From an optimization exercise on the open Yosys and OpenROAD flow, aimed at a short achievable clock period and few clock cycles per item; shortcuts taken in it are not production practice.
The RTL was checked by simulation tests, not by an equivalence proof against the original design.
Power and IR drop assume default switching activity.

==> flow/design.v <==
package cpuPkg;
    localparam int DataWidth = 8;
    localparam int RegCount = 8;
    typedef logic [DataWidth-1:0] data_t;
    typedef logic [$clog2(RegCount)-1:0] regIdx_t;
    typedef enum logic [3:0] {
        RType = 4'd0,
        Load  = 4'd2,
        Store = 4'd3,
        Jump  = 4'd4,
        Addi  = 4'd8,
        Beq   = 4'd9
    } opcode_t;
    typedef enum logic [2:0] {
        Add = 3'd0,
        Sub = 3'd1,
        And = 3'd4,
        Or  = 3'd5,
        Xor = 3'd6,
        Slt = 3'd7
    } funct_t;
    typedef enum logic [2:0] {
        AluAdd,
        AluSub,
        AluAnd,
        AluOr,
        AluXor,
        AluSlt
    } aluOp_t;
    typedef struct packed {
        opcode_t opcode;
        funct_t  funct;
        regIdx_t rd;      
        regIdx_t rs1;     
        regIdx_t rs2;     
    } rFormat_t;
    typedef struct packed {
        opcode_t    opcode;
        funct_t     funct;
        regIdx_t    rd;       
        regIdx_t    rs1;
        logic [2:0] imm3;
    } iFormat_t;
    typedef struct packed {
        opcode_t    opcode;
        logic [5:0] spare;
        logic [5:0] off6;     
    } jFormat_t;
    typedef union packed {
        rFormat_t r;
        iFormat_t i;
        jFormat_t j;
    } instrWord_t;
    typedef struct packed {
        logic   regWrite;
        logic   memWrite;
        logic   memToReg;
        logic   useImm;
        logic   isBranch;
        logic   isJump;
        aluOp_t aluOp;
    } ctrl_t;
    typedef struct packed {
        data_t   pc;
        ctrl_t   ctrl;
        data_t   rs1Val;
        data_t   rs2Val;
        data_t   imm;       
        regIdx_t rd;
        regIdx_t rs1Idx;
        regIdx_t rs2Idx;
    } idEx_t;
    typedef struct packed {
        data_t   aluResult;
        data_t   storeData;
        regIdx_t rd;
        logic    regWrite;
        logic    memWrite;
        logic    memToReg;
    } exMem_t;
    typedef struct packed {
        logic    valid;
        regIdx_t regIdx;
        data_t   data;
    } wbResult_t;
    typedef struct packed {
        logic  taken;
        data_t target;
    } redirect_t;
    typedef enum logic [1:0] {
        None,
        FromMem,
        FromWb
    } forwardSel_t;
endpackage
`timescale 1ns/10ps
module pipelinedCpu #(
    parameter int DataWords = 256
) (
    input  logic               clk,
    input  logic               reset,
    input  cpuPkg::instrWord_t instr,
    output cpuPkg::data_t      instrAddr,
    output cpuPkg::wbResult_t  wb
);
    localparam logic [3:0] OpR = 4'd0, OpLoad = 4'd2, OpStore = 4'd3, OpJump = 4'd4,
                           OpAddi = 4'd8, OpBeq = 4'd9;
    localparam logic [2:0] AluAdd = 3'd0, AluSub = 3'd1, AluAnd = 3'd4, AluOr = 3'd5,
                           AluXor = 3'd6, AluSlt = 3'd7;
    logic [7:0] pc;
    logic [7:0] regs [1:7];
    logic [7:1] regZ;            
    logic [7:0] mem [DataWords];
    logic       wrE, loadE, storeE, beqE;
    logic       opAddE, opSubE, opAndE, opOrE, opXorE, opSltE;
    logic [15:0] loE;
    logic [7:0] baseLE;
    logic [2:0] rdE;
    logic [7:0] aE, bE, immE, targetE;
    logic       fAmE, fBmE;
    logic       wrM, loadM, storeM;
    logic [2:0] rdM;
    logic [7:0] aluM, addrM, storeDataM;
    logic [15:0] wloM;    
    logic [7:0] rowM [16];
    logic [15:0] rowNzM;         
    logic [15:0] hiM;
    logic       stFwdM;
    logic [7:0] stDataFwdM;
    logic       wbValid;
    logic [2:0] wbIdx;
    logic [7:0] wbData;
    assign instrAddr = pc;
    assign wb = {wbValid, wbIdx, wbData};
    logic [3:0] op;
    logic [2:0] funct, rdF, rs1F, rs2F;
    logic [7:0] imm3x, off6x;
    assign op    = instr[15:12];
    assign funct = instr[11:9];
    assign rdF   = instr[8:6];
    assign rs1F  = instr[5:3];
    assign rs2F  = instr[2:0];
    assign imm3x = {{5{instr[2]}}, instr[2:0]};
    assign off6x = {{2{instr[5]}}, instr[5:0]};
    logic       isR, rValid, isAddi, isLoad, isStore, isBeq, isJump;
    logic       beqStatic, beqDyn;
    logic       wrF, useA, useB;
    logic [2:0] srcB;
    assign isR     = (op == OpR);
    assign rValid  = isR && (funct != 3'd2) && (funct != 3'd3);
    assign isAddi  = (op == OpAddi);
    assign isLoad  = (op == OpLoad);
    assign isStore = (op == OpStore);
    assign isBeq   = (op == OpBeq);
    assign isJump  = (op == OpJump);
    assign beqStatic = isBeq && (rs1F == rdF);
    assign beqDyn    = isBeq && (rs1F != rdF) && (instr[2:0] != 3'd1);
    assign wrF  = (rValid || isAddi || isLoad) && (rdF != 3'd0);
    assign useA = rValid || isAddi || isLoad || isStore || beqDyn;
    assign useB = rValid || isStore || beqDyn;    
    assign srcB = isR ? rs2F : rdF;
    function automatic logic [7:0] readReg(input logic [2:0] idx, input logic [7:0] r1,
        input logic [7:0] r2, input logic [7:0] r3, input logic [7:0] r4,
        input logic [7:0] r5, input logic [7:0] r6, input logic [7:0] r7);
        if (idx == 3'd0) readReg = 8'd0;
        else begin
            case (idx)
                3'd1: readReg = r1;
                3'd2: readReg = r2;
                3'd3: readReg = r3;
                3'd4: readReg = r4;
                3'd5: readReg = r5;
                3'd6: readReg = r6;
                default: readReg = r7;
            endcase
        end
    endfunction
    logic [7:0] aR, bR, aF, bF;
    assign aR = readReg(rs1F, regs[1], regs[2], regs[3], regs[4], regs[5], regs[6], regs[7]);
    assign bR = readReg(srcB, regs[1], regs[2], regs[3], regs[4], regs[5], regs[6], regs[7]);
    logic [7:0] resultM;
    assign aF = (wrM && rdM == rs1F) ? resultM : aR;
    assign bF = (wrM && rdM == srcB) ? resultM : bR;
    logic [7:0] baseF;
    logic [15:0] loF;
    logic       loadSlow;
    assign baseF = (wrM && rdM == rs1F) ? aluM : aR;
    always_comb begin
        for (int k = 0; k < 16; k++) loF[k] = (baseF[3:0] == 4'(4'(k) - imm3x[3:0]));
    end
    assign loadSlow = isLoad && ((wrE && rdE == rs1F) || (loadM && wrM && rdM == rs1F));
    logic       zeroBeq, earlyRes, earlyTaken;
    logic [7:1] knownR, zeroR;
    logic [7:0] knownX, zeroX;
    assign knownX = {knownR, 1'b1};
    assign zeroX = {zeroR, 1'b1};
    assign zeroBeq = beqDyn && (rs1F == 3'd0 || rdF == 3'd0);
    assign earlyRes = zeroBeq && knownX[rs1F] && knownX[rdF];
    assign earlyTaken = zeroBeq && zeroX[rs1F] && zeroX[rdF];
    logic stall;
    assign stall = (loadE && wrE &&
                    ((useA && rs1F == rdE) || (useB && srcB == rdE))) || loadSlow;
    logic fAm, fBm;
    assign fAm = useA && wrE && (rdE == rs1F);
    assign fBm = useB && wrE && (rdE == srcB);
    logic [7:0] bOpF;
    assign bOpF = isR || isStore || isBeq ? bF : imm3x;
    logic [7:0] srcAE, srcBE, aluE, addrE;
    logic       takenE;
    assign srcAE = fAmE ? aluM : aE;
    assign srcBE = fBmE ? aluM : bE;
    assign addrE = addPrefix(srcAE, immE, 1'b0);    
    function automatic logic [7:0] addPrefix(input logic [7:0] x, input logic [7:0] y,
                                             input logic cin);
        logic [7:0] p, g, gg, pp, gn, pn;
        p = x ^ y;
        g = x & y;
        g[0] = g[0] | (p[0] & cin);
        gg = g;
        pp = p;
        for (int d = 1; d < 8; d = d * 2) begin
            gn = gg;
            pn = pp;
            for (int i = d; i < 8; i++) begin
                gn[i] = gg[i] | (pp[i] & gg[i - d]);
                pn[i] = pp[i] & pp[i - d];
            end
            gg = gn;
            pp = pn;
        end
        addPrefix = p ^ {gg[6:0], cin};
    endfunction
    function automatic logic carry7(input logic [6:0] x, input logic [6:0] y);
        logic [6:0] p, g, gg, pp, gn, pn;
        p = x | y;
        g = x & y;
        g[0] = p[0];
        gg = g;
        pp = p;
        for (int d = 1; d < 7; d = d * 2) begin
            gn = gg;
            pn = pp;
            for (int i = d; i < 7; i++) begin
                gn[i] = gg[i] | (pp[i] & gg[i - d]);
                pn[i] = pp[i] & pp[i - d];
            end
            gg = gn;
            pp = pn;
        end
        carry7 = gg[6];
    endfunction
    logic [7:0] sumE, diffE;
    logic       ltE;
    assign sumE = addPrefix(srcAE, srcBE, 1'b0);
    assign diffE = addPrefix(srcAE, ~srcBE, 1'b1);
    assign ltE = (srcAE[7] != srcBE[7]) ? srcAE[7] : !carry7(srcAE[6:0], ~srcBE[6:0]);
    assign aluE = ({8{opAddE}} & sumE) | ({8{opSubE}} & diffE) | ({8{opAndE}} & (srcAE & srcBE))
                | ({8{opOrE}} & (srcAE | srcBE)) | ({8{opXorE}} & (srcAE ^ srcBE))
                | {7'd0, opSltE & ltE};
    assign takenE = beqE && (fAmE ? (aluM == bE) : fBmE ? (aE == aluM) : (aE == bE));
    logic [15:0] baseHiE, hiE;
    logic [4:0]  loSumE;
    logic        upE, downE;
    assign loSumE = {1'b0, baseLE[3:0]} + {1'b0, immE[3:0]};
    assign upE = loSumE[4] && !immE[7];
    assign downE = !loSumE[4] && immE[7];
    always_comb begin
        for (int j = 0; j < 16; j++) baseHiE[j] = (baseLE[7:4] == 4'(j));
        for (int j = 0; j < 16; j++) begin
            hiE[j] = upE ? baseHiE[(j + 15) % 16] : downE ? baseHiE[(j + 1) % 16] : baseHiE[j];
        end
    end
    logic [7:0] rowE [16];
    always_comb begin
        for (int j = 0; j < 16; j++) begin
            rowE[j] = 8'd0;
            for (int k = 0; k < 16; k++) begin
                rowE[j] = rowE[j] | (loE[k] ? mem[16 * j + k] : 8'd0);
            end
        end
    end
    logic [7:0] pcImm, pcSeq;
    assign pcImm = addPrefix(pc, imm3x, 1'b0);
    always_comb begin
        if (takenE)                  pcSeq = targetE;
        else if (stall)              pcSeq = pc;
        else if (isJump)             pcSeq = addPrefix(pc, off6x, 1'b0);
        else if (beqStatic)          pcSeq = pcImm;
        else                         pcSeq = addPrefix(pc, 8'd0, 1'b1);
    end
    logic [7:0] pcNext;
    assign pcNext = (earlyTaken && !takenE) ? pcImm : pcSeq;
    always_ff @(posedge clk) begin
        pc <= reset ? 8'd0 : pcNext;
    end
    logic issue;
    assign issue = !takenE && !stall;
    always_ff @(posedge clk or posedge reset) begin
        if (reset) begin
            wrE <= 1'b0;
            loadE <= 1'b0;
            storeE <= 1'b0;
            beqE <= 1'b0;
        end else begin
            wrE <= issue && wrF;
            loadE <= issue && isLoad;
            storeE <= issue && isStore;
            beqE <= issue && beqDyn && !earlyRes;
        end
    end
    always_ff @(posedge clk) begin
        opAddE <= !isR || funct == AluAdd;
        opSubE <= isR && funct == AluSub;
        opAndE <= isR && funct == AluAnd;
        opOrE <= isR && funct == AluOr;
        opXorE <= isR && funct == AluXor;
        opSltE <= isR && funct == AluSlt;
        baseLE <= baseF;
        loE <= loF;
        rdE <= rdF;
        aE <= aF;
        bE <= bOpF;
        immE <= imm3x;
        targetE <= pcImm;
        fAmE <= fAm;
        fBmE <= fBm;
    end
    always_ff @(posedge clk or posedge reset) begin
        if (reset) begin
            wrM <= 1'b0;
            loadM <= 1'b0;
            storeM <= 1'b0;
        end else begin
            wrM <= wrE;
            loadM <= loadE;
            storeM <= storeE;
        end
    end
    always_ff @(posedge clk) begin
        rdM <= rdE;
        aluM <= aluE;
        addrM <= addrE;
        for (int k = 0; k < 16; k++) wloM[k] <= (addrE[3:0] == 4'(k));
        storeDataM <= srcBE;
        for (int j = 0; j < 16; j++) rowM[j] <= rowE[j];
        for (int j = 0; j < 16; j++) rowNzM[j] <= (rowE[j] != 8'd0);
        hiM <= hiE;
        stFwdM <= storeM && ((loE & wloM) != 16'd0) && ((hiE & whiM) != 16'd0);
        stDataFwdM <= storeDataM;
    end
    logic [7:0] rdataM;
    always_comb begin
        rdataM = 8'd0;
        for (int j = 0; j < 16; j++) begin
            rdataM = rdataM | (hiM[j] ? rowM[j] : 8'd0);
        end
        if (stFwdM) rdataM = stDataFwdM;
    end
    assign resultM = loadM ? rdataM : aluM;
    logic resZeroM;
    assign resZeroM = !loadM ? (aluM == 8'd0)
                    : stFwdM ? (stDataFwdM == 8'd0) : ((hiM & rowNzM) == 16'd0);
    logic [15:0] whiM;
    always_comb begin
        for (int j = 0; j < 16; j++) whiM[j] = (addrM[7:4] == 4'(j));
    end
    always_ff @(posedge clk or posedge reset) begin
        if (reset) begin
            for (int i = 0; i < DataWords; i++) mem[i] <= 8'd0;
        end else begin
            for (int i = 0; i < DataWords; i++) begin
                if (storeM && whiM[i / 16] && wloM[i % 16]) mem[i] <= storeDataM;
            end
        end
    end
    always_ff @(posedge clk or posedge reset) begin
        if (reset) wbValid <= 1'b0;
        else       wbValid <= wrM;
    end
    always_ff @(posedge clk) begin
        wbIdx <= rdM;
        wbData <= resultM;
    end
    logic addiOkF, addiZeroF;
    logic [7:1] knownN, zeroN;
    assign addiOkF = isAddi && !fAm && !(wrM && rdM == rs1F);
    assign addiZeroF = (aR == 8'd0 - imm3x);
    always_comb begin
        for (int i = 1; i < 8; i++) begin
            if (wrF && rdF == 3'(i)) begin
                knownN[i] = addiOkF;
                zeroN[i] = addiOkF && addiZeroF;
            end else if (wrE && rdE == 3'(i)) begin
                knownN[i] = 1'b0;
                zeroN[i] = 1'b0;
            end else begin
                knownN[i] = 1'b1;
                zeroN[i] = (wrM && rdM == 3'(i)) ? resZeroM : regZ[i];
            end
        end
    end
    always_ff @(posedge clk or posedge reset) begin
        if (reset) begin
            knownR <= '1;
            zeroR <= '0;
        end else begin
            knownR <= takenE ? 7'd0 : knownN;
            zeroR <= takenE ? 7'd0 : zeroN;
        end
    end
    always_ff @(posedge clk or posedge reset) begin
        if (reset) begin
            for (int i = 1; i < 8; i++) begin
                regs[i] <= 8'(i);
                regZ[i] <= 1'b0;
            end
        end else if (wrM) begin
            for (int i = 1; i < 8; i++) begin
                if (rdM == 3'(i)) begin
                    regs[i] <= resultM;
                    regZ[i] <= resZeroM;
                end
            end
        end
    end
endmodule
==> flow/run.sh <==
#!/bin/bash
# synth_recipe.tcl (not shown) runs the flow's synth.tcl, then flattens the netlist and writes it again
# the make line also repeats each setting of config.mk as NAME=value (left out here)
make -C /OpenROAD-flow-scripts/flow DESIGN_CONFIG=/design/flow/config.mk WORK_HOME=/design/flow/orfs CLKGATE_MAP_FILE= SYNTH_SCRIPT=/design/flow/synth_recipe.tcl finish
==> flow/config.mk <==
export PLATFORM = sky130hd
export DESIGN_NAME = pipelinedCpu
export DESIGN_NICKNAME = pipelinedCpu
export VERILOG_FILES = /design/flow/design.v
export SDC_FILE = /design/flow/constraint.sdc
export NUM_CORES = 4
export LEC_CHECK = 0
export CAP_MARGIN = 40
export CORE_MARGIN = 2
export CORE_UTILIZATION = 30
export CTS_CLUSTER_DIAMETER = 100
export CTS_CLUSTER_SIZE = 24
export SETUP_SLACK_MARGIN = 3.5
export SLEW_MARGIN = 40
==> flow/constraint.sdc <==
create_clock -name core_clock -period 6.0 [get_ports {clk}]
set_input_delay 1.2000 -clock core_clock [delete_from_list [all_inputs] [get_ports {clk}]]
set_output_delay 1.2000 -clock core_clock [all_outputs]
set_load 0.01 [all_outputs]
==> results.py, run 1 <==
metrics = {
    "worst_setup_path": {
        "reg2regPathDepth": 5,
        "crit_family": "simple AND/OR/NAND/NOR gates",
        "cp_slowest_stage_delay_ps": 670,
        "crit_path_frequent_cell": "nand2_1",
        "cp.buffers_inverters": 1,
        "critical_path.endpoint": "mem[95][1]",
        "arrival_ps": 3310,
        "rrSetupSlack_ps": 3370,
        "cpMaxStageDelayCell": "dfrtp_1",
        "path_cells": "nand2_1, nor3_2, buf_4, nand2_1, mux2_2",
        "crit_fanout": 16,
        "required_ps": 6680,
        "crit_start": "storeM",
        "critPathLaunchType": "flop",
        "endpoint_kind": "flop",
        "worstSetupPathType": "flop to flop",
        "reg2reg_from": "storeM",
        "r2r_end": "mem[95][1]",
        "path_depth": 5,
    },
    "die": {
        "io_pins": 38,
        "dieArea_um2": 350900,
        "rows": 216,
        "die_y_um": 592.3,
        "core_area_um2": 345400,
        "dieWidth_um": 592.3,
        "start_util_pct": 30.06,
    },
    "sta": {
        "finalCriticalPeriod_ps": 2630,
        "fin_crit_sh_pct": 43.83,
        "maxSlewViolCount": 0,
        "final_hold_viol_count": 0,
        "rsz0062_at_grt": "true",
        "fin_ws_ps": 3370,
        "relSlewSlack_pct": 40.17,
        "fin_hold_ws_ps": 344.2,
        "setup_viol": 0,
        "finalSetupTns_ps": 0,
        "worst_pin_slew_ps": 897.5,
        "clock_skew_ps": 63.66,
        "fmax_ghz": 0.3803,
    },
    "cts": {
        "cts_buffers": 117,
        "cts.path.max_buffers": 3,
        "root_buffer": "clkbuf_16",
        "cts_tree": "done",
        "hold_buffers": 0,
        "cts.sinks": 2422,
        "htreeDepth": 3,
        "clkTransAtPathRegs_ps": 90,
        "clock_latency_ps": 850,
    },
    "yosys": {
        "synth_cell_types": 95,
        "yosysMostFrequentCell": "dfrtp_1",
        "muxShareOfSynthArea_pct": 22.94,
        "synthTopCellsByArea": "dfrtp_1 (51%), mux2_2 (22%), dfxtp_1 (5.6%)",
        "synth-xor-area-share_pct": 0.7181,
        "synthArstFlopShare_pct": 88.07,
        "yosysTopAreaCell": "dfrtp_1",
        "synth_adder_area_share_pct": 0.8242,
        "synth-compound-area-share_pct": 10.86,
        "syn_nets": 7949,
        "netlist_area_um2": 103800,
        "synthTopCellsByCount": "dfrtp_1 (2114), mux2_2 (2055), a22oi_1 (569), clkbuf_1 (458), nand2_1 (402)",
        "synth_seq_cells": 2422,
        "synth_cells": 7865,
        "synthFlopType": "dfrtp_1",
        "yosysSeqAreaShare_pct": 57.00,
        "synth_top_family_by_area": "multiplexers",
        "synth-simple-area-share_pct": 5.174,
        "synth.avg_cell_area_um2": 13.20,
        "yosysTopAreaCellShare_pct": 50.94,
        "synth_edf_count": 0,
        "ys_warn_count": 5,
    },
    "power_and_ir_drop": {
        "p_comb_share_pct": 19.0,
        "p_int_mw": 23.29,
        "power_mw": 34.68,
        "switchingPower_mw": 11.40,
        "vdd_drop_max_v": 0.0002621,
        "p_seq_share_pct": 53.8,
        "leakagePower_nw": 54.62,
        "pwr-share-clk_pct": 27.2,
        "power_density_nw_per_um2": 295.5,
        "switching_share_pct": 32.86,
    },
    "route": {
        "drt_iter0_markers": 6676,
        "route.detailed.drc": 0,
        "first_pass_iters": 6,
        "route.detailed.vias_per_inst": 5.647,
        "drtAntennaViolNets": 0,
        "drt-total-wl_um": 345200,
        "top_layer": "met5",
        "wl_met1_um": 148500,
        "wl_per_cell_um": 27.63,
        "num_vias": 70560,
        "dr_wl_met3_um": 24990,
        "route.met2.wl_um": 159900,
    },
    "placed_design": {
        "io_buffers": 37,
        "dp_hpwl_um": 204400,
        "placed_area_um2": 109500,
        "dp_slack_ps": 1216,
        "gp_congestion": 0.8884,
        "dp_cells": 12030,
    },
    "finish": {
        "fin_util_pct": 33.99,
        "finalInstanceArea_um2": 117400,
        "fin_nets": 7906,
        "layout-drive-gt1-share_pct": 38.16,
        "syn2layout_area_growth_pct": 13.05,
        "stdcell_count": 12490,
    },
    "grt": {
        "grt_pass1_wl_um": 497900,
        "grt_pass1_vias": 70920,
        "antenna_found_initial": 8,
        "overflow": 0,
        "grt_start_max_net_pins": 178,
        "track_usage_pct": 18.93,
    },
    "hold_path": {
        "hp-class": "flop to flop",
    },
    "run_status": {
        "status": "timing/DRC/antenna clean",
    },
    "flow_run": {
        "maxCapViolations": 0,
    },
}
[cell usage in the layout, fill, tap and decap left out, types with 19 or more instances in the layout]
master	instances
nor3_1	27
ha_1	51
a221oi_2	26
clkbuf_1	71
buf_4	264
dfxtp_2	34
mux2_2	2054
dfstp_2	19
buf_16	19
nand2_2	59
buf_12	59
inv_1	62
dfrtp_1	2113
nor2_1	121
nand2_1	343
buf_6	57
nand2b_1	27
a22oi_1	565
nand4_1	154
mux2i_1	29
a21oi_1	58
a221oi_1	253
and3_1	127
o21ai_0	67
clkbuf_16	122
xnor2_1	58
dfxtp_4	36
a22o_1	275
dfxtp_1	219
nor2b_1	19
nand3_1	45
nor4_1	25
[metal layers]
| layer | up-vias | track usage [%] |
|---|---|---|
| li1 | 29300 | - |
| met1 | 38110 | 26.12 |
| met2 | 2582 | 30.20 |
| met3 | 562 | 3.011 |
| met4 | 2 | 6.362 |
| met5 | - | 0 |
[power by group through the flow]
| stage | Combinational, mW | Clock, mW | Sequential [mW] |
|---|---|---|---|
| floorplan | 3.38 | 0 | 18.1 |
| global placement | 5.21 | 0 | 19.0 |
| detailed placement | 5.39 | 0 | 19.0 |
| CTS | 5.83 | 9.61 | 18.7 |
| global route | 6.85 | 10.2 | 18.7 |
| finish | 6.58 | 9.45 | 18.7 |
[how the worst min path moves through the flow]
stage               startpoint       end  slack, ps  cells past startpoint
floorplan               rdM[2]  wbIdx[2]        330                      0
global placement        storeE    storeM        340                      0
detailed placement      storeE    storeM        340                      0
CTS                     storeE    storeM        340                      0
global route            storeE    storeM        360                      0
finish                  storeE    storeM        340                      0
[kinds of logic (layout without fill, tap and decap cells)]
family	Yosys count	count (layout)
AO/OA/AOI/OAI	1446	1446
XOR/XNOR	83	83
adder cells (fa/ha/maj)	66	66
buffers and inverters	666	715
flip-flops	2422	2422
multiplexers	2112	2112
other	0	2
AND/OR/NAND/NOR	1070	1070
[timing repair]
item / in CTS / in global routing
pin swaps: 60 / 70
buffers inserted: 140 / 90
setup endpoints to repair: 2492 / 493
gates cloned: 5 / 4
resized for setup: 379 / 250
[layout make-up]
cell class	count	area, um^2
inverters	72	310.3
diodes	2	5.005
clock buffers	191	3247
repair inverters	1	16.27
well taps	4578	5728
fillers	33650	228000
clock inverters	20	327.8
multi-input cells	4777	43600
flip-flops and latches	2422	59360
repair buffers	431	4800
[registers in the layout (all words and copies together) (netlist names), 16 cells and up]
register,count
regs,56
wloM,16
hiM,16
rowM,128
rowNzM,16
loE,16
mem,2048
Testbench counts, summed over its fixed seeds: cycles 123,207, instrs 118,231.
==> run 2, diff against run 1 <==
--- a/flow/config.mk
+++ b/flow/config.mk
@@ -8,7 +8,7 @@
 export CAP_MARGIN = 40
 export CORE_MARGIN = 2
-export CORE_UTILIZATION = 30
+export CORE_UTILIZATION = 40
 export CTS_CLUSTER_DIAMETER = 100
 export CTS_CLUSTER_SIZE = 24
-export SETUP_SLACK_MARGIN = 3.5
+export SETUP_SLACK_MARGIN = 4.2
 export SLEW_MARGIN = 40
==> run 2 against run 1 <==
Compared with the run above:
- count of clock-buffer cells in the layout down 2
- wire length up 20%
- cell count decreased by 3.5%
- utilization is 19 points higher
- register-to-register slack better by 80 ps
- sequential power is essentially flat
- flip-flop and latch count did not move
- non-clock buffer count rose by 740
- critical path type is now input pin to flop
==> results.py, run 2 <==
metrics = {
    "yosys": {
        "synth_seq_cells": 2422,
        "synthTopCellsByArea": "dfrtp_1 (51%), mux2_2 (22%), dfxtp_1 (5.6%)",
        "synth_cells": 7865,
        "yosysTopAreaCellShare_pct": 50.94,
        "synth_edf_count": 0,
        "synthArstFlopShare_pct": 88.07,
        "netlist_area_um2": 103800,
        "ys_warn_count": 5,
        "synthFlopType": "dfrtp_1",
        "yosysTopAreaCell": "dfrtp_1",
        "yosysSeqAreaShare_pct": 57.00,
        "yosysMostFrequentCell": "dfrtp_1",
        "synth.avg_cell_area_um2": 13.20,
        "syn_nets": 7949,
        "synth_cell_types": 95,
        "synthTopCellsByCount": "dfrtp_1 (2114), mux2_2 (2055), a22oi_1 (569), clkbuf_1 (458), nand2_1 (402)",
    },
    "finish": {
        "fin_nets": 8647,
        "largest_register_ffs": 2048,
        "stdcell_count": 12060,
        "syn2layout_area_growth_pct": 31.24,
        "layout_common_cells": "dfrtp_1 (2113), mux2_2 (1821), a22oi_1 (511), buf_4 (392), buf_6 (291)",
        "top_regs": "mem (2048), rowM (128), regs (56)",
        "num-fill-cells": 20840,
        "fin_util_pct": 52.67,
        "regMostFlops": "mem",
        "final_common_cell": "dfrtp_1",
        "layout-drive-gt1-share_pct": 52.34,
    },
    "worst_setup_path": {
        "crit_family": "simple AND/OR/NAND/NOR gates",
        "reg2regPathDepth": 9,
        "worstSetupPathType": "input pin to flop",
        "endpoint_kind": "flop",
        "rrSetupSlack_ps": 3450,
        "cpMaxStageDelayCell": "or4_4",
        "cp.buffers_inverters": 4,
        "cp_slowest_stage_delay_ps": 580,
        "r2r_end": "stFwdM",
        "crit_path_frequent_cell": "buf_6",
        "reg2reg_from": "immE[1]",
        "required_ps": 6720,
        "crit_fanout": 7,
        "critPathLaunchType": "input pin",
        "arrival_ps": 3300,
        "path_cells": "buf_12, or4_4, buf_6, mux2i_4, o2111ai_4, o31ai_2, buf_6, and2_4, buf_6, o31ai_2",
    },
    "die": {
        "dieArea_um2": 263700,
        "core_area_um2": 258800,
        "die_y_um": 513.5,
        "io_pins": 38,
        "rows": 187,
        "start_util_pct": 40.13,
        "dieWidth_um": 513.5,
    },
    "cts": {
        "cts.sinks": 2422,
        "htreeDepth": 3,
        "clock_latency_ps": 850,
        "cts_tree": "done",
        "root_buffer": "clkbuf_16",
        "cts.path.max_buffers": 3,
        "cts_buffers": 114,
        "clkTransAtPathRegs_ps": 100,
    },
    "placed_design": {
        "io_buffers": 37,
        "dp_hpwl_um": 204800,
        "dp_slack_ps": 1357,
        "dp_cells": 10860,
        "gp_congestion": 0.9173,
    },
    "sta": {
        "fin_ws_ps": 3420,
        "setup_viol": 0,
        "relSlewSlack_pct": 33.07,
        "finalCriticalPeriod_ps": 2580,
        "fin_crit_sh_pct": 42.99,
        "clock_skew_ps": 40.07,
        "maxSlewViolCount": 0,
        "worst_pin_slew_ps": 1004,
        "rsz0062_at_grt": "true",
        "fmax_ghz": 0.3877,
        "final_hold_viol_count": 0,
        "fin_hold_ws_ps": 412.0,
    },
    "grt": {
        "antenna_found_initial": 21,
        "grt_pass1_wl_um": 566000,
        "grt_start_max_net_pins": 166,
        "overflow": 0,
        "track_usage_pct": 29.63,
        "grt_pass1_vias": 74920,
    },
    "hold_path": {
        "min_to": "loadM",
        "hp-class": "flop to flop",
        "holdCritStartpoint": "loadE",
        "hold-path-cell-count": 0,
    },
    "power_and_ir_drop": {
        "power_mw": 40.09,
        "power_density_nw_per_um2": 294.2,
        "leakagePower_nw": 62.79,
        "vdd_drop_max_v": 0.0003478,
    },
    "route": {
        "wl_per_cell_um": 34.39,
        "drt-total-wl_um": 414800,
        "first_pass_iters": 6,
        "route.detailed.vias_per_inst": 6.419,
        "num_vias": 77420,
        "drtAntennaViolNets": 0,
        "route.detailed.drc": 0,
        "drt_iter0_markers": 8823,
    },
    "run_status": {
        "status": "timing/DRC/antenna clean",
    },
    "flow_run": {
        "maxCapViolations": 0,
    },
}
run 2: cell count changes in the layout (fill, tap and decap cells not counted), moves of 155 or more:
cell / before / now
buf_6: 57 / 291
a221oi_1: 253 / 66
nand2_1: 343 / 134
mux2_4: 3 / 236
mux2_2: 2054 / 1821
nand2_8: 0 / 231
buf_12: 59 / 214
run 2: per-stage QoR:
step	TNS (ps)	instance area, um^2
final	0	136300
after global routing	0	136300
after global placement	0	108000
after detailed placement	0	108100
after floorplan	-967.1	103900
after CTS	0	127600
run 2: report_power, final:
| group | switching (mW) | internal [mW] |
|---|---|---|
| clock | 5.56 | 3.71 |
| combinational | 7.32 | 4.77 |
| sequential | 1.35 | 17.4 |
run 2: cells by family (layout without fill, tap and decap cells):
logic type	after synthesis	in the layout	share of synthesized area (%)
AND/OR/NAND/NOR	1070	1071	5.174
buffers and inverters	666	1448	2.485
XOR/XNOR	83	83	0.7181
multiplexers	2112	2112	22.94
other	0	10	0
adder cells (fa/ha/maj)	66	66	0.8242
flip-flops	2422	2422	57.00
AO/OA/AOI/OAI	1446	1447	10.86
run 2: layout make-up:
cell class                 count  area [um^2]  area share, %
sequential                  2422        59430          43.61
multi-input combinational   4779        52410          38.45
timing repair buffer        1171        16460          12.08
tap                         3402         4257          3.123
clock buffer                 189         3166          2.323
inverter                      72        319.1         0.2341
clock inverter                13        167.7         0.1230
timing repair inverter         3        48.80        0.03581
antenna                       10        25.02        0.01836
run 2: worst max-delay path by stage:
stage / depth (start not counted) / to / start / slack (ps)
6_report: 10 / pc[3] / instr[13] / 3420
5_1_grt: 10 / pc[3] / instr[13] / 3370
4_1_cts: 1 / wb[11] / wbValid / 3420
3_5_place_dp: 8 / pc[2] / instr[13] / 1360
3_3_place_gp: 8 / loE[6] / instr[3] / 1370
2_1_floorplan: 3 / pc[1] / reset / -440
run 2: what timing repair did:
item | in CTS | in global routing
pin swaps | 419 | 326
resized for setup | 2005 | 1063
endpoints found under the setup margin | 4512 | 2321
gates cloned | 83 | 17
setup buffers | 616 | 258
hold buffers | 0 | 0
run 2: layer usage:
metal	wire length (um)	global-route usage, %	vias up
li1	-	-	30930
met1	165200	40.15	41280
met2	182500	45.15	4051
met3	40250	6.126	1141
met4	26730	14.66	12
met5	156	0	-
==> run 3, diff against run 2 <==
--- a/flow/design.v
+++ b/flow/design.v
@@ -146,5 +146,4 @@
     logic       beqStatic, beqDyn;
     logic       wrF, useA, useB;
-    logic [2:0] srcB;
     assign isR     = (op == OpR);
     assign rValid  = isR && (funct != 3'd2) && (funct != 3'd3);
@@ -159,5 +158,4 @@
     assign useA = rValid || isAddi || isLoad || isStore || beqDyn;
     assign useB = rValid || isStore || beqDyn;    
-    assign srcB = isR ? rs2F : rdF;
     function automatic logic [7:0] readReg(input logic [2:0] idx, input logic [7:0] r1,
         input logic [7:0] r2, input logic [7:0] r3, input logic [7:0] r4,
@@ -176,10 +174,13 @@
         end
     endfunction
-    logic [7:0] aR, bR, aF, bF;
+    logic [7:0] aR, aF, bF;
     assign aR = readReg(rs1F, regs[1], regs[2], regs[3], regs[4], regs[5], regs[6], regs[7]);
-    assign bR = readReg(srcB, regs[1], regs[2], regs[3], regs[4], regs[5], regs[6], regs[7]);
+    logic [7:0] bR2, bRd;
+    assign bR2 = readReg(rs2F, regs[1], regs[2], regs[3], regs[4], regs[5], regs[6], regs[7]);
+    assign bRd = readReg(rdF, regs[1], regs[2], regs[3], regs[4], regs[5], regs[6], regs[7]);
     logic [7:0] resultM;
     assign aF = (wrM && rdM == rs1F) ? resultM : aR;
-    assign bF = (wrM && rdM == srcB) ? resultM : bR;
+    assign bF = isR ? ((wrM && rdM == rs2F) ? resultM : bR2)
+                    : ((wrM && rdM == rdF) ? resultM : bRd);
     logic [7:0] baseF;
     logic [15:0] loF;
@@ -200,8 +201,8 @@
     logic stall;
     assign stall = (loadE && wrE &&
-                    ((useA && rs1F == rdE) || (useB && srcB == rdE))) || loadSlow;
+                    ((useA && rs1F == rdE) || (useB && (isR ? rs2F == rdE : rdF == rdE)))) || loadSlow;
     logic fAm, fBm;
     assign fAm = useA && wrE && (rdE == rs1F);
-    assign fBm = useB && wrE && (rdE == srcB);
+    assign fBm = useB && wrE && (isR ? rdE == rs2F : rdE == rdF);
     logic [7:0] bOpF;
     assign bOpF = isR || isStore || isBeq ? bF : imm3x;
==> run 3 against run 2 <==
Compared with the run above:
- clock skew up 16 ps
- non-clock buffer count up 83
- area after synthesis about the same
- cell area up 1.0%
- via count up 1.4%
- first-iteration DRC count up 3.2%
- sequential power about the same
- critical path depth up 1
- cell count up 0.68%
- die area about the same
- power down 1.5%
- sequential share of layout area down 0.43 points
- critical path type is now flop to flop
- critical endpoint is now aluM[6]
- largest cell class unchanged
==> results.py, run 3 <==
metrics = {
    "run_status": {
        "status": "timing/DRC/antenna clean",
    },
    "yosys": {
        "netlist_area_um2": 103900,
        "synth_cell_types": 89,
        "yosysMostFrequentCell": "dfrtp_1",
        "yosysSeqAreaShare_pct": 56.95,
        "synth_edf_count": 0,
        "synth_seq_cells": 2422,
        "ys_warn_count": 5,
        "synthArstFlopShare_pct": 88.07,
        "synthTopCellsByArea": "dfrtp_1 (51%), mux2_2 (22%), dfxtp_1 (5.6%)",
        "syn_nets": 7960,
        "synth_cells": 7872,
        "synth.avg_cell_area_um2": 13.20,
        "synthFlopType": "dfrtp_1",
        "synthTopCellsByCount": "dfrtp_1 (2114), mux2_2 (2058), a22oi_1 (553), clkbuf_1 (470), nand2_1 (409)",
        "yosysTopAreaCellShare_pct": 50.90,
        "yosysTopAreaCell": "dfrtp_1",
    },
    "die": {
        "dieArea_um2": 263900,
        "core_area_um2": 259000,
        "dieWidth_um": 513.7,
        "die_y_um": 513.7,
        "start_util_pct": 40.12,
        "rows": 187,
        "io_pins": 38,
    },
    "worst_setup_path": {
        "path_cells": "mux2i_4, inv_2, ha_4, fa_2, a21oi_4, o21bai_4, a21o_1, a21oi_2, nor2_1, a211oi_2, o221ai_1",
        "crit_fanout": 4,
        "worstSetupPathType": "flop to flop",
        "required_ps": 6720,
        "cp_slowest_stage_delay_ps": 410,
        "cp.buffers_inverters": 1,
        "endpoint_kind": "flop",
        "critPathLaunchType": "flop",
        "cpMaxStageDelayCell": "dfxtp_4",
        "arrival_ps": 3300,
        "crit_family": "compound AO/OA/AOI/OAI gates",
    },
    "cts": {
        "htreeDepth": 3,
        "cts.sinks": 2422,
        "hold_buffers": 0,
        "cts_tree": "done",
        "cts.path.max_buffers": 3,
        "cts_buffers": 117,
        "root_buffer": "clkbuf_16",
        "clock_latency_ps": 870,
        "clkTransAtPathRegs_ps": 110,
    },
    "grt": {
        "track_usage_pct": 31.01,
        "antenna_found_initial": 17,
        "overflow": 0,
        "grt_pass1_wl_um": 588700,
        "grt_start_max_net_pins": 188,
        "grt_pass1_vias": 76230,
    },
    "route": {
        "num_vias": 78510,
        "route.detailed.drc": 0,
        "drt-total-wl_um": 433300,
        "drt_iter0_markers": 9103,
        "drtAntennaViolNets": 0,
        "wl_per_cell_um": 35.68,
        "route.detailed.vias_per_inst": 6.465,
        "first_pass_iters": 6,
    },
    "placed_design": {
        "gp_congestion": 0.9057,
        "io_buffers": 37,
        "dp_cells": 10890,
        "dp_hpwl_um": 206700,
    },
    "flow_run": {
        "maxCapViolations": 0,
    },
    "power_and_ir_drop": {
        "leakagePower_nw": 63.62,
        "power_density_nw_per_um2": 286.9,
        "vdd_drop_max_v": 0.0002841,
    },
    "finish": {
        "layout-drive-gt1-share_pct": 53.24,
        "num-fill-cells": 20400,
        "fin_nets": 8742,
        "syn2layout_area_growth_pct": 32.51,
        "layout_common_cells": "dfrtp_1 (2112), mux2_2 (1852), a22oi_1 (491), buf_4 (403), buf_6 (356)",
        "top_regs": "mem (2048), rowM (128), regs (56)",
        "final_common_cell": "dfrtp_1",
        "largest_register_ffs": 2048,
        "regMostFlops": "mem",
        "stdcell_count": 12140,
    },
    "sta": {
        "relSlewSlack_pct": 36.29,
        "setup_viol": 0,
        "fmax_ghz": 0.3866,
        "final_hold_viol_count": 0,
        "maxSlewViolCount": 0,
        "finalCriticalPeriod_ps": 2587,
        "finalSetupTns_ps": 0,
        "rsz0062_at_grt": "true",
        "worst_pin_slew_ps": 955.6,
        "clock_skew_ps": 55.83,
        "fin_crit_sh_pct": 43.11,
    },
    "hold_path": {
        "hp-class": "flop to flop",
    },
}
[run 3: changes by cell type after synthesis, sizes merged, moves of 12 or more]
cell    change
a31oi      -20
a22oi      -16
a21oi      +15
o21ai      +15
buf        -13
a222oi     +12
clkbuf     +12
[run 3: final timing paths]
check | from | slack (ps) | cells past startpoint | to
max | fAmE | 3410 | 11 | aluM[6]
min | loadE | 430 | 0 | loadM
max reg2reg | fAmE | 3410 | 11 | aluM[6]
min reg2reg | loadE | 430 | 0 | loadM
max in group asynchronous | reset | 4390 | 7 | mem[2][2]
min in group asynchronous | reset | 490 | 3 | mem[218][5]
[run 3: report_power, final]
group | total [mW] | switching (mW) | internal [mW]
clock network | 9.47 | 5.72 | 3.75
logic | 11.6 | 7.08 | 4.53
registers | 18.4 | 1.14 | 17.3
total | 39.5 | 13.9 | 25.6
[run 3: kinds of logic after synthesis]
logic type | after synthesis | share of synthesized area (%)
DFF | 2422 | 56.95
muxes | 2123 | 23.03
AOI/OAI and AO/OA | 1462 | 10.91
and+or+nand+nor | 1039 | 4.975
buffers and inverters | 667 | 2.499
xor gates and xnor gates | 89 | 0.7645
adders and majority gates | 70 | 0.8717
[run 3: final cells by class]
| class | instances | area [um^2] | share of cell area, % |
|---|---|---|---|
| flip-flops and latches | 2422 | 59460 | 43.18 |
| well taps | 3402 | 4257 | 3.091 |
| repair buffers | 1254 | 17840 | 12.95 |
| multi-input cells | 4785 | 52310 | 37.98 |
| diodes | 11 | 27.53 | 0.01999 |
| clock buffers | 172 | 3144 | 2.283 |
| inverters | 74 | 335.3 | 0.2435 |
| clock inverters | 23 | 344.1 | 0.2499 |
[run 3: per-stage QoR]
stage / area, um^2 / hold slack (ps) / util (%) / power, mW / worst slack [ps]
3_5_place_dp: 108400 / 393.5 / 41.85 / 23.99 / 1309
3_3_place_gp: 108200 / 399.4 / 41.77 / 23.87 / 1355
2_1_floorplan: 103900 / 325.8 / - / 21.21 / -29050
5_1_grt: 137700 / 446.4 / 53.16 / 40.27 / 3352
4_1_cts: 129000 / 416.8 / 49.81 / 37.43 / 3402
6_report: 137700 / 427.2 / 53.17 / 39.51 / 3413
[run 3: per-layer routing]
layer / up-vias / global-route usage, % / wire, um / part of all wire, %
met3: 1305 / 7.659 / 48200 / 11
met2: 4440 / 45.87 / 186000 / 43
met1: 41550 / 41.56 / 167400 / 39
met4: 8 / 17.35 / 31590 / 7.3
met5: - / 0 / 76 / 0.018
li1: 31200 / - / - / -
[run 3: repair_timing]
action | in CTS | in global routing
endpoints found under the setup margin | 4011 | 3658
pin swaps | 484 | 392
gates cloned | 110 | 21
gates resized for setup | 2047 | 1098
buffers inserted | 661 | 256
hold endpoints to repair | 0 | 0
Testbench counts of run 3, summed over its fixed seeds: cycles 123,207, instrs 118,231.
==> run 4, diff against run 3 <==
--- a/flow/design.v
+++ b/flow/design.v
@@ -119,8 +119,9 @@
     logic [7:0] aE, bE, immE, targetE;
     logic       fAmE, fBmE;
-    logic       wrM, loadM, storeM;
+    logic       wrM, loadM;
     logic [2:0] rdM;
-    logic [7:0] aluM, addrM, storeDataM;
+    logic [7:0] aluM, storeDataM;
     logic [15:0] wloM;    
+    logic [15:0] weRowM;  
     logic [7:0] rowM [16];
     logic [15:0] rowNzM;         
@@ -207,9 +208,21 @@
     logic [7:0] bOpF;
     assign bOpF = isR || isStore || isBeq ? bF : imm3x;
-    logic [7:0] srcAE, srcBE, aluE, addrE;
+    logic [7:0] srcAE, srcBE, aluE;
     logic       takenE;
     assign srcAE = fAmE ? aluM : aE;
     assign srcBE = fBmE ? aluM : bE;
-    assign addrE = addPrefix(srcAE, immE, 1'b0);    
+    logic [15:0] wloE, whiE, srcHiE;
+    logic [4:0]  wSumE;
+    logic        wUpE, wDownE;
+    assign wSumE = {1'b0, srcAE[3:0]} + {1'b0, immE[3:0]};
+    assign wUpE = wSumE[4] && !immE[7];
+    assign wDownE = !wSumE[4] && immE[7];
+    always_comb begin
+        for (int k = 0; k < 16; k++) wloE[k] = (wSumE[3:0] == 4'(k));
+        for (int j = 0; j < 16; j++) srcHiE[j] = (srcAE[7:4] == 4'(j));
+        for (int j = 0; j < 16; j++) begin
+            whiE[j] = wUpE ? srcHiE[(j + 15) % 16] : wDownE ? srcHiE[(j + 1) % 16] : srcHiE[j];
+        end
+    end
     function automatic logic [7:0] addPrefix(input logic [7:0] x, input logic [7:0] y,
                                              input logic cin);
@@ -331,9 +344,9 @@
             wrM <= 1'b0;
             loadM <= 1'b0;
-            storeM <= 1'b0;
+            weRowM <= 16'd0;
         end else begin
             wrM <= wrE;
             loadM <= loadE;
-            storeM <= storeE;
+            weRowM <= storeE ? whiE : 16'd0;
         end
     end
@@ -341,11 +354,10 @@
         rdM <= rdE;
         aluM <= aluE;
-        addrM <= addrE;
-        for (int k = 0; k < 16; k++) wloM[k] <= (addrE[3:0] == 4'(k));
+        wloM <= wloE;
         storeDataM <= srcBE;
         for (int j = 0; j < 16; j++) rowM[j] <= rowE[j];
         for (int j = 0; j < 16; j++) rowNzM[j] <= (rowE[j] != 8'd0);
         hiM <= hiE;
-        stFwdM <= storeM && ((loE & wloM) != 16'd0) && ((hiE & whiM) != 16'd0);
+        stFwdM <= ((loE & wloM) != 16'd0) && ((hiE & weRowM) != 16'd0);
         stDataFwdM <= storeDataM;
     end
@@ -362,8 +374,4 @@
     assign resZeroM = !loadM ? (aluM == 8'd0)
                     : stFwdM ? (stDataFwdM == 8'd0) : ((hiM & rowNzM) == 16'd0);
-    logic [15:0] whiM;
-    always_comb begin
-        for (int j = 0; j < 16; j++) whiM[j] = (addrM[7:4] == 4'(j));
-    end
     always_ff @(posedge clk or posedge reset) begin
         if (reset) begin
@@ -371,5 +379,5 @@
         end else begin
             for (int i = 0; i < DataWords; i++) begin
-                if (storeM && whiM[i / 16] && wloM[i % 16]) mem[i] <= storeDataM;
+                if (weRowM[i / 16] && wloM[i % 16]) mem[i] <= storeDataM;
             end
         end
==> run 4 against run 3 <==
Compared with the run above:
- clock power decreased by 1%
- register-to-register slack worse by 150 ps
- sequential share of layout area rose by 2.5 points
- critical path depth shrank 3
==> results.py, run 4 <==
metrics = {
    "yosys": {
        "synthTopCellsByCount": "dfrtp_1 (2129), mux2_2 (2062), a22oi_1 (547), clkbuf_1 (504), nand2_1 (408)",
        "syn_nets": 8034,
        "synthTopCellsByArea": "dfrtp_1 (51%), mux2_2 (22%), dfxtp_1 (5.5%)",
        "yosysTopAreaCellShare_pct": 50.90,
        "synth_seq_cells": 2433,
        "ys_warn_count": 5,
        "synthArstFlopShare_pct": 88.29,
        "synth_edf_count": 0,
        "synth_cells": 7949,
        "netlist_area_um2": 104700,
        "yosysSeqAreaShare_pct": 56.83,
        "yosysMostFrequentCell": "dfrtp_1",
        "synth_cell_types": 92,
        "synthFlopType": "dfrtp_1",
        "yosysTopAreaCell": "dfrtp_1",
        "synth.avg_cell_area_um2": 13.17,
    },
    "cts": {
        "cts.path.max_buffers": 3,
        "cts.sinks": 2433,
        "root_buffer": "clkbuf_16",
        "hold_buffers": 0,
        "cts_tree": "done",
        "htreeDepth": 3,
        "clkTransAtPathRegs_ps": 110,
        "clock_latency_ps": 850,
        "cts_buffers": 115,
    },
    "sta": {
        "setup_viol": 0,
        "clock_skew_ps": 56.27,
        "fin_hold_ws_ps": 420.9,
        "worst_pin_slew_ps": 992.2,
        "relSlewSlack_pct": 33.86,
        "fin_ws_ps": 3236,
        "fin_crit_sh_pct": 46.07,
        "maxSlewViolCount": 0,
        "fmax_ghz": 0.3618,
        "finalCriticalPeriod_ps": 2764,
        "final_hold_viol_count": 0,
        "rsz0062_at_grt": "true",
    },
    "route": {
        "route.detailed.drc": 0,
        "drt-total-wl_um": 412600,
        "drt_iter0_markers": 8958,
        "route.detailed.vias_per_inst": 6.353,
        "wl_per_cell_um": 34.15,
        "first_pass_iters": 8,
        "drtAntennaViolNets": 0,
        "num_vias": 76760,
    },
    "hold_path": {
        "hp-class": "flop to flop",
    },
    "worst_setup_path": {
        "crit_fanout": 7,
        "critical_path.endpoint": "zeroR[6]",
        "reg2reg_from": "regs[1][6]",
        "rrSetupSlack_ps": 3260,
        "endpoint_kind": "flop",
        "crit_start": "instr[5]",
        "required_ps": 6770,
        "reg2regPathDepth": 7,
        "critPathLaunchType": "input pin",
        "arrival_ps": 3530,
        "r2r_end": "zeroR[6]",
        "worstSetupPathType": "input pin to flop",
    },
    "placed_design": {
        "gp_congestion": 0.8892,
        "io_buffers": 37,
        "dp_slack_ps": 987.2,
        "placed_area_um2": 108900,
        "dp_hpwl_um": 206300,
    },
    "finish": {
        "layout-drive-gt1-share_pct": 50.82,
        "layout_common_cells": "dfrtp_1 (2097), mux2_2 (2060), a22oi_1 (480), buf_4 (387), buf_6 (297)",
        "final_common_cell": "dfrtp_1",
        "finalInstanceArea_um2": 130700,
        "largest_register_ffs": 2048,
        "regMostFlops": "mem",
        "fin_nets": 8587,
        "syn2layout_area_growth_pct": 24.92,
        "top_regs": "mem (2048), rowM (128), regs (56)",
    },
    "grt": {
        "antenna_found_initial": 22,
        "grt_pass1_wl_um": 574300,
        "grt_pass1_vias": 75470,
        "overflow": 0,
        "track_usage_pct": 30.03,
        "grt_start_max_net_pins": 166,
    },
    "die": {
        "io_pins": 38,
        "core_area_um2": 259900,
        "die_y_um": 515.5,
        "start_util_pct": 40.26,
        "dieWidth_um": 515.5,
        "rows": 187,
        "dieArea_um2": 265800,
    },
    "power_and_ir_drop": {
        "power_mw": 38.30,
        "leakagePower_nw": 61.00,
        "vdd_drop_max_v": 0.0003005,
        "power_density_nw_per_um2": 292.9,
    },
    "run_status": {
        "status": "timing/DRC/antenna clean",
    },
    "flow_run": {
        "maxCapViolations": 0,
    },
}
==> run 4: cell count changes in the layout (fill, tap and decap cells not counted), sizes merged, moves of 8 or more <==
| cell | change |
|---|---|
| buf | -206 |
| o21ai | -28 |
| inv | -19 |
| dfrtp | +15 |
| bufbuf | +12 |
| o21a | +11 |
| clkbuf | -9 |
| nand2b | +9 |
| nand4 | -9 |
| a211oi | +8 |
| or3 | +8 |
| xor2 | -8 |
==> run 4: critical path: stages <==
cell and delay (ps):
buf_16 120, mux2i_1 120, mux4_2 510, or4b_4 570, nor3_4 120, mux2i_1 100, or4_4 620, mux2i_4 170
==> run 4: layout make-up <==
class,count,area (um^2)
Fill cell,21790,129200
Sequential cell,2433,59770
Multi-Input combinational cell,4844,48420
Timing Repair Buffer,1045,14430
Tap cell,3496,4374
Clock buffer,180,3164
Inverter,61,289.0
Clock inverter,15,246.5
Timing Repair inverter,2,32.53
Antenna cell,7,17.52
==> run 4: where the power goes <==
group          switching, mW  internal (mW)
clock                   5.56           3.79
sequential              1.24           17.3
combinational           6.22           4.24
total                   13.0           25.3
==> run 4: logic make-up (layout without fill, tap and decap cells) <==
| logic type | count (synthesis) | count (layout) | synth area share, % |
|---|---|---|---|
| muxes | 2128 | 2128 | 22.94 |
| buffers and inverters | 672 | 1303 | 2.451 |
| adders and majority gates | 67 | 67 | 0.8296 |
| DFF | 2433 | 2433 | 56.83 |
| xor gates and xnor gates | 86 | 86 | 0.7197 |
| and+or+nand+nor | 1088 | 1088 | 5.219 |
| AOI/OAI and AO/OA | 1475 | 1475 | 11.01 |
| other | 0 | 7 | 0 |
==> run 4: how the worst min path moves through the flow <==
| stage | depth (start not counted) | startpoint | endpoint |
|---|---|---|---|
| after floorplan | 0 | rdE[0] | rdM[0] |
| after global placement | 0 | loadE | loadM |
| after detailed placement | 0 | loadE | loadM |
| after CTS | 0 | loadE | loadM |
| after global routing | 0 | loadE | loadM |
| final | 0 | loadE | loadM |
==> run 4: timing repair <==
item                        CTS  global route
setup endpoints to repair  4427          1444
gates resized for setup    1573           536
setup buffers               599           153
pin swaps                   474           331
cloned                       96            11
==> run 4: layer usage <==
layer / up-vias / GRT usage, % / share of wire, %
met4: 8 / 13.78 / 5.6
met5: - / 0 / 0.076
li1: 30990 / - / -
met1: 40940 / 40.53 / 40
met3: 961 / 7.438 / 10
met2: 3861 / 45.42 / 44
==> run 4: metrics by stage <==
step | setup TNS [ps] | util [%] | cells
after floorplan | -624.4 | - | 7949
after global placement | 0 | 41.82 | 11010
after detailed placement | 0 | 41.89 | 11020
after CTS | 0 | 48.69 | 11910
after global routing | 0 | 50.29 | 12080
final | 0 | 50.30 | 12080
Testbench counts of run 4, summed over its fixed seeds: cycles 123,207, instrs 118,231.
==> run 5, diff against run 4 <==
--- a/flow/design.v
+++ b/flow/design.v
@@ -147,4 +147,5 @@
     logic       beqStatic, beqDyn;
     logic       wrF, useA, useB;
+    logic [2:0] srcB;
     assign isR     = (op == OpR);
     assign rValid  = isR && (funct != 3'd2) && (funct != 3'd3);
@@ -159,4 +160,5 @@
     assign useA = rValid || isAddi || isLoad || isStore || beqDyn;
     assign useB = rValid || isStore || beqDyn;    
+    assign srcB = isR ? rs2F : rdF;
     function automatic logic [7:0] readReg(input logic [2:0] idx, input logic [7:0] r1,
         input logic [7:0] r2, input logic [7:0] r3, input logic [7:0] r4,
@@ -175,13 +177,10 @@
         end
     endfunction
-    logic [7:0] aR, aF, bF;
+    logic [7:0] aR, bR, aF, bF;
     assign aR = readReg(rs1F, regs[1], regs[2], regs[3], regs[4], regs[5], regs[6], regs[7]);
-    logic [7:0] bR2, bRd;
-    assign bR2 = readReg(rs2F, regs[1], regs[2], regs[3], regs[4], regs[5], regs[6], regs[7]);
-    assign bRd = readReg(rdF, regs[1], regs[2], regs[3], regs[4], regs[5], regs[6], regs[7]);
+    assign bR = readReg(srcB, regs[1], regs[2], regs[3], regs[4], regs[5], regs[6], regs[7]);
     logic [7:0] resultM;
     assign aF = (wrM && rdM == rs1F) ? resultM : aR;
-    assign bF = isR ? ((wrM && rdM == rs2F) ? resultM : bR2)
-                    : ((wrM && rdM == rdF) ? resultM : bRd);
+    assign bF = (wrM && rdM == srcB) ? resultM : bR;
     logic [7:0] baseF;
     logic [15:0] loF;
@@ -202,8 +201,8 @@
     logic stall;
     assign stall = (loadE && wrE &&
-                    ((useA && rs1F == rdE) || (useB && (isR ? rs2F == rdE : rdF == rdE)))) || loadSlow;
+                    ((useA && rs1F == rdE) || (useB && srcB == rdE))) || loadSlow;
     logic fAm, fBm;
     assign fAm = useA && wrE && (rdE == rs1F);
-    assign fBm = useB && wrE && (isR ? rdE == rs2F : rdE == rdF);
+    assign fBm = useB && wrE && (rdE == srcB);
     logic [7:0] bOpF;
     assign bOpF = isR || isStore || isBeq ? bF : imm3x;
==> run 5 against run 4 <==
Compared with the run above:
- synthesized cell count fell by 0.31%
- highest routed layer unchanged
- first-iteration DRC count rose by 1.6%
- utilization increased by 0.32 points
- cell count shrank 0.83%
- combinational power is 14% lower
- still clean
==> results.py, run 5 <==
metrics = {
    "power_and_ir_drop": {
        "switchingPower_mw": 12.08,
        "power_density_nw_per_um2": 279.8,
        "vdd_drop_max_v": 0.0002728,
        "leakagePower_nw": 61.30,
        "switching_share_pct": 32.86,
        "p_int_mw": 24.68,
        "p_seq_share_pct": 50.1,
        "pwr-share-clk_pct": 25.2,
        "p_comb_share_pct": 24.7,
    },
    "yosys": {
        "synth_edf_count": 0,
        "yosysTopAreaCellShare_pct": 51.03,
        "synthTopCellsByArea": "dfrtp_1 (51%), mux2_2 (22%), dfxtp_1 (5.5%)",
        "synth_cell_types": 103,
        "synthArstFlopShare_pct": 88.29,
        "synthTopCellsByCount": "dfrtp_1 (2129), mux2_2 (2051), a22oi_1 (570), clkbuf_1 (481), nand2_1 (421)",
        "ys_warn_count": 5,
        "synthFlopType": "dfrtp_1",
        "synth_cells": 7924,
        "syn_nets": 8005,
        "netlist_area_um2": 104400,
        "yosysSeqAreaShare_pct": 56.98,
        "synth_seq_cells": 2433,
        "yosysTopAreaCell": "dfrtp_1",
        "synth.avg_cell_area_um2": 13.17,
        "yosysMostFrequentCell": "dfrtp_1",
    },
    "die": {
        "start_util_pct": 40.23,
        "core_area_um2": 259500,
        "dieArea_um2": 265100,
        "io_pins": 38,
        "die_y_um": 514.9,
        "dieWidth_um": 514.9,
        "rows": 187,
    },
    "sta": {
        "fmax_ghz": 0.3629,
        "finalSetupTns_ps": 0,
        "worst_pin_slew_ps": 739.6,
        "rsz0062_at_grt": "true",
        "final_hold_viol_count": 0,
        "setup_viol": 0,
        "finalCriticalPeriod_ps": 2756,
        "relSlewSlack_pct": 50.69,
        "fin_ws_ps": 3244,
        "maxSlewViolCount": 0,
        "clock_skew_ps": 48.86,
        "fin_crit_sh_pct": 45.93,
    },
    "cts": {
        "cts.sinks": 2433,
        "hold_buffers": 0,
        "cts_buffers": 114,
        "root_buffer": "clkbuf_16",
        "cts.path.max_buffers": 3,
        "clkTransAtPathRegs_ps": 100,
        "clock_latency_ps": 850,
        "cts_tree": "done",
        "htreeDepth": 3,
    },
    "worst_setup_path": {
        "endpoint_kind": "flop",
        "path_cells": "buf_12, mux2i_4, inv_4, buf_12, fa_2, a21o_1, a21oi_2, xnor2_2, a21oi_2, nand2b_4, o22a_1, nor2_1",
        "cp.buffers_inverters": 3,
        "cp_slowest_stage_delay_ps": 450,
        "crit_fanout": 4,
        "required_ps": 6760,
        "crit_start": "fAmE",
        "r2r_end": "weRowM[12]",
        "reg2regPathDepth": 12,
        "critical_path.endpoint": "weRowM[12]",
        "crit_family": "compound AO/OA/AOI/OAI gates",
        "rrSetupSlack_ps": 3240,
        "cpMaxStageDelayCell": "dfxtp_4",
        "path_depth": 12,
        "reg2reg_from": "fAmE",
        "arrival_ps": 3520,
        "critPathLaunchType": "flop",
        "worstSetupPathType": "flop to flop",
    },
    "finish": {
        "layout-drive-gt1-share_pct": 50.94,
        "fin_nets": 8579,
        "num-fill-cells": 21450,
        "regMostFlops": "mem",
        "layout_common_cells": "dfrtp_1 (2112), mux2_2 (2051), a22oi_1 (508), buf_4 (357), buf_6 (313)",
        "syn2layout_area_growth_pct": 25.82,
        "largest_register_ffs": 2048,
        "ff_latch_area_um2": 59760,
        "final_common_cell": "dfrtp_1",
        "stdcell_count": 11980,
        "top_regs": "mem (2048), rowM (128), regs (56)",
        "multi_input_comb_area_um2": 48220,
    },
    "route": {
        "wl_per_cell_um": 34.88,
        "first_pass_iters": 7,
        "drt-total-wl_um": 417900,
        "num_vias": 77220,
        "drt_iter0_markers": 9105,
        "route.detailed.drc": 0,
        "drtAntennaViolNets": 0,
        "route.detailed.vias_per_inst": 6.444,
    },
    "placed_design": {
        "dp_slack_ps": 1261,
        "io_buffers": 37,
        "dp_hpwl_um": 205900,
        "gp_congestion": 0.9048,
        "dp_cells": 10880,
    },
    "grt": {
        "overflow": 0,
        "busiest_layer": "met2",
        "grt_start_max_net_pins": 153,
        "grt_pass1_wl_um": 581200,
        "grt_pass1_vias": 76620,
        "met1_usage_pct": 40.51,
        "track_usage_pct": 30.38,
        "antenna_found_initial": 13,
        "grt_util_met3_pct": 6.833,
        "gr-usage-met2_pct": 46.70,
    },
    "hold_path": {
        "hold-path-cell-count": 2,
        "hp-class": "flop to flop",
    },
    "run_status": {
        "status": "timing/DRC/antenna clean",
    },
    "flow_run": {
        "maxCapViolations": 0,
    },
}
## run 5: cell types whose count changed in the layout (fill, tap and decap cells not counted), moves of 12 or more
cell	previous run	this run
buf_4	387	357
a22oi_1	480	508
mux2i_1	32	14
buf_16	125	142
buf_6	297	313
dfrtp_1	2097	2112
buf_12	130	143
dfrtp_2	26	13
xnor2_1	45	33
## run 5: logic make-up (layout without fill, tap and decap cells)
kind of cell               after synthesis  after routing  synth area share (%)
and+or+nand+nor                       1107           1107                 5.340
DFF                                   2433           2433                 56.98
xor gates and xnor gates                87             87                0.7371
other                                    0              5                     0
muxes                                 2099           2100                 22.69
AOI/OAI and AO/OA                     1474           1474                 11.00
adders and majority gates               63             63                0.7839
buffers and inverters                  661           1312                 2.471
## run 5: cell type report
class | count | share of cell area (%)
Antenna cell | 5 | 0.009526
Timing Repair Buffer | 1066 | 11.80
Multi-Input combinational cell | 4831 | 36.71
Clock inverter | 15 | 0.1867
Inverter | 52 | 0.1791
Tap cell | 3402 | 3.241
Clock buffer | 179 | 2.374
Sequential cell | 2433 | 45.50
## run 5: worst register-to-register path, stage by stage, from the launching register on
cell      delay, ps
dfxtp_4         450
buf_12          140
mux2i_4         260
inv_4            90
buf_12          140
fa_2            360
a21o_1          200
a21oi_2         240
xnor2_2         180
a21oi_2         110
nand2b_4        170
o22a_1          230
nor2_1          120
## run 5: worst min-delay path by stage
stage | start | end | slack (ps)
4_1_cts | targetE[4] | pc[4] | 450
2_1_floorplan | rdM[0] | wbIdx[0] | 330
3_5_place_dp | targetE[3] | pc[3] | 460
5_1_grt | targetE[4] | pc[4] | 470
3_3_place_gp | targetE[3] | pc[3] | 460
6_report | targetE[4] | pc[4] | 460
## run 5: metrics by stage
step,power (mW),util (%),cell area (um^2),hold slack (ps)
after floorplan,20.76,-,104400,325.8
after global placement,22.96,41.67,108100,463.1
after detailed placement,23.08,41.75,108300,463.1
after CTS,35.65,49.08,127400,453.2
after global routing,37.57,50.62,131300,472.0
final,36.75,50.62,131300,463.9
## run 5: layer usage
layer	vias to the layer above	wire length (um)
met5	-	117
met4	12	24920
met3	1104	42900
met2	4093	186000
met1	41120	164000
li1	30890	-
## run 5: timing repair
item,CTS,global route
cloned,112,17
pin swaps,487,325
endpoints found under the setup margin,4175,2233
buffers inserted,623,151
gates resized for setup,1728,470
## run 5: power groups by stage
stage	clock network, mW	logic (mW)	registers (mW)
final	9.27	9.07	18.4
after global routing	9.90	9.23	18.4
after CTS	9.34	7.99	18.3
after detailed placement	0	4.32	18.8
after global placement	0	4.21	18.7
after floorplan	0	2.83	17.9
Testbench counts of run 5, summed over its fixed seeds: cycles 123,207, instrs 118,231.

==> separate check: timing with driven ports <==
The flow's constraints put no driver on any port. The routed layouts listed below were extracted and timed again, unchanged, in two steps. Step 1: set_driving_cell puts a clkbuf_16 on clk and a buf_2 on each other input, an assumption about the parent block. Step 2 times the ports against the registers' clock, not the clock port: input delays grow and output delays shrink by t, the midpoint of the rising clock arrivals with the driver on. a / b / c = no drivers / after step 1 / after step 2; a / b = the first two.
| run | t, ns | setup WS [ns] | worst setup path after step 2 | worst register clock-pin slew, ns |
|---|---|---|---|---|
| run 1 | 0.913 | 3.370 / 3.360 / 2.580 | input to register | 0.10 / 0.10 |
| run 2 | 0.929 | 3.420 / 3.348 / 2.546 | input to register | 0.11 / 0.11 |
| run 3 | 0.958 | 3.413 / 3.330 / 2.452 | input to register | 0.11 / 0.11 |
| run 4 | 0.918 | 3.236 / 3.052 / 2.133 | input to register | 0.11 / 0.11 |
| run 5 | 0.921 | 3.244 / 3.244 / 2.512 | input to register | 0.11 / 0.11 |
After both steps every run listed still meets setup and hold. For run 4, which loses most, drivers alone change the setup slack by -0.184 ns; drivers and shift together by -1.103 ns.
